Context: an optimization exercise on an open-source flow, tuned for small area, a short achievable clock period and few clock cycles. The choices shown serve that exercise and are no tape-out recipe. In this exercise RTL edits were held to simulation tests only and were not proved equivalent to the original. No activity file was given, so power comes from the tool's default toggle rates.

run A:
// rv_core_top
module rv_core_top (
    input  logic                          clk,
    input  logic                          rst,
    input  logic                          prog_we,
    input  logic [$clog2(32)-1:0] prog_addr,
    input  logic [32-1:0]              prog_data,
    input  logic                          start,
    output logic                          busy,
    output logic                          wb_valid,
    output logic [32-1:0]              wb_pc,
    output logic [$clog2(32)-1:0] wb_rd,
    output logic [32-1:0]              wb_data
);
    logic                  f_valid;
    logic                  f_go, f_nxt, x_nxt;
    logic [6:1]            pc_f;
    logic [32-1:0] pc_oh;      
    logic [6:1]            pc_e;       
    logic [32-1:0] sel_e;
    logic [core_pkg::WW-1:0] w;
    logic [2:0]            cls;
    logic [24:0]           p;
    logic [4:0]            rs1, rs2, rd_f;
    logic [2:0]            f3;
    logic                  is_op, is_opi, is_lui, is_aui, is_br, is_jmp, is_jalr;
    logic [32-1:0]      rf1, rf2, a_n, b_n;
    logic                  fa_n, fb_n;
    logic [6:1]            seq_pc, t_pc, npc, apc;
    logic                  seq_ok, t_ok, npc_ok, apc_ok, take, t_c;
  ...
Size in the first run: roughly 110 I/O pins, roughly 91,000 um2 of cells after synthesis.
Settings: LEC_CHECK=0, CAP_MARGIN=20, CORE_MARGIN=2, CORE_UTILIZATION=24, CTS_CLUSTER_DIAMETER=80, CTS_CLUSTER_SIZE=25, PLACE_DENSITY=0.32, SLEW_MARGIN=20, TNS_END_PERCENT=0; clock period 12.0 ns.
standard.sh (not shown) runs the stock make flow with config.mk's settings and CLKGATE_MAP_FILE= SYNTH_SCRIPT=/design/flow/synth_recipe.tcl, a recipe that flattens the netlist after the stock synthesis.
==> flow/flow/run.sh <==
#!/bin/bash
# Standard ORFS layout (the standard.sh: unchanged synthesis, floorplan,
# power grid, placement, CTS and routing), with two changes to how the
# layout is made after the floorplan:
#  - from placement on, repair_timing is asked to leave 8 ns of setup slack
#    on the design's own 12 ns clock, so it keeps shortening the critical
#    paths well below what the constraint alone requires (the floorplan
#    step, which sees no wires yet, keeps the default margin);
#  - the buffer that buffer_ports puts on every input and output port is
#    sky130_fd_sc_hd__buf_4 rather than the delay cell it picks by default.
# Constraints and clock period are the design's. make's full output goes
# to standard_flow_*.log; ORFS keeps each step's log under orfs/logs/.
set -euo pipefail
bash standard.sh floorplan > standard_flow_floorplan.log 2>&1
bash standard.sh SETUP_SLACK_MARGIN=8 \
  'BUFFER_PORTS_ARGS=-buffer_cell sky130_fd_sc_hd__buf_4' \
  finish > standard_flow_finish.log 2>&1
Run A completed; timing, DRC and antenna clean
Testbench counts of run A, summed over its fixed seeds: cycles 22,367.
### run A -> run B
- a deleted CTS_CLUSTER_SIZE that had been 25
- a change of CORE_UTILIZATION from 24 to 32
- a change of PLACE_DENSITY from 0.32 to 0.4
- a deleted CTS_CLUSTER_DIAMETER that had been 80
==> flow/flow/run.sh <==
#!/bin/bash
# Standard ORFS layout (the standard.sh, unchanged synthesis and steps),
# with repair_timing asked to leave 8 ns of setup slack on the design's
# own 12 ns clock, so that it keeps shortening the critical paths well
# below what the constraint alone requires. Constraints and clock period
# are the design's. make's full output goes to standard_flow.log; ORFS
# keeps each step's log under orfs/logs/.
set -euo pipefail
bash standard.sh SETUP_SLACK_MARGIN=8 finish > standard_flow.log 2>&1
--- outcome ---
No stage failed in run B, and the final checks on the layout all came back clean. For the final worst setup slack, run B came in 140 ps higher than run A did. Comparing run B and run A, the higher part of the power in combinational logic was measured on run A. Number of multi-input combinational cells in the layout across run B and run A: no real change. Post-synthesis to final-layout area growth in run B is 2.2 points above run A. Cmp run B and run A / critical path depth / higher: run B. Summary of the comparison: global-route usage is higher in run B, relative to run A.
Relative to run B, the following input files were edited for run C:
- a change of PLACE_DENSITY from 0.4 to 0.32
- an added CTS_CLUSTER_DIAMETER of 80
- a change of CORE_UTILIZATION from 32 to 24
- an added CTS_CLUSTER_SIZE of 25
==> flow/flow/run.sh <==
#!/bin/bash
# Standard ORFS layout (the standard.sh: unchanged synthesis, floorplan,
# power grid, placement, CTS and routing), with two changes to how the
# layout is made:
#  - repair_timing is asked to leave 8 ns of setup slack on the design's
#    own 12 ns clock, so it keeps shortening the critical paths well below
#    what the constraint alone requires;
#  - the buffer that buffer_ports puts on every input and output port is
#    sky130_fd_sc_hd__buf_4 rather than the delay cell it picks by default.
# Constraints and clock period are the design's. make's full output goes
# to standard_flow.log; ORFS keeps each step's log under orfs/logs/.
set -euo pipefail
bash standard.sh SETUP_SLACK_MARGIN=8 \
  'BUFFER_PORTS_ARGS=-buffer_cell sky130_fd_sc_hd__buf_4' \
  finish > standard_flow.log 2>&1
==> comparison <==
- Power after layout in run C vs run B: down about 5.5%
- Relative to run B, area overhead of the layout relative to synthesis has decreased by 1.6 points in run C.
- Final net count ends up lower on run C.
- Diff run C and run B: fmax lower in run C

## re-timing with driven ports
No port has a modelled driver above. Below, the same layouts with a new extraction and two added sets of constraints. Step 1: set_driving_cell puts a clkbuf_16 on clk and a buf_2 on each other input, an assumption about the parent block. Step 2 also shifts input and output timing later by t, the mid clock arrival at the registers, as if the neighbouring blocks saw the same clock. a / b / c = ideal ports / drivers / drivers and shift; a / b = the first two.
run | t, ns | setup WS [ns] | hold slack, ns | worst setup path at the end | latest minus earliest clock arrival (ns)
run A | 0.970 | 7.101 / 7.187 / 6.217 | 0.387 / 0.387 / 0.387 | input to register | 0.074 / 0.073
run B | 0.994 | 7.242 / 7.237 / 6.359 | 0.390 / 0.390 / 0.390 | input to register | 0.089 / 0.090
run C | 0.986 | 7.216 / 7.216 / 6.306 | 0.425 / 0.425 / 0.425 | input to register | 0.070 / 0.069
After both steps setup and hold are still met in every run listed. The setup slack of run C, which loses most, moves by 0.000 ns with the drivers and by -0.910 ns with both steps.
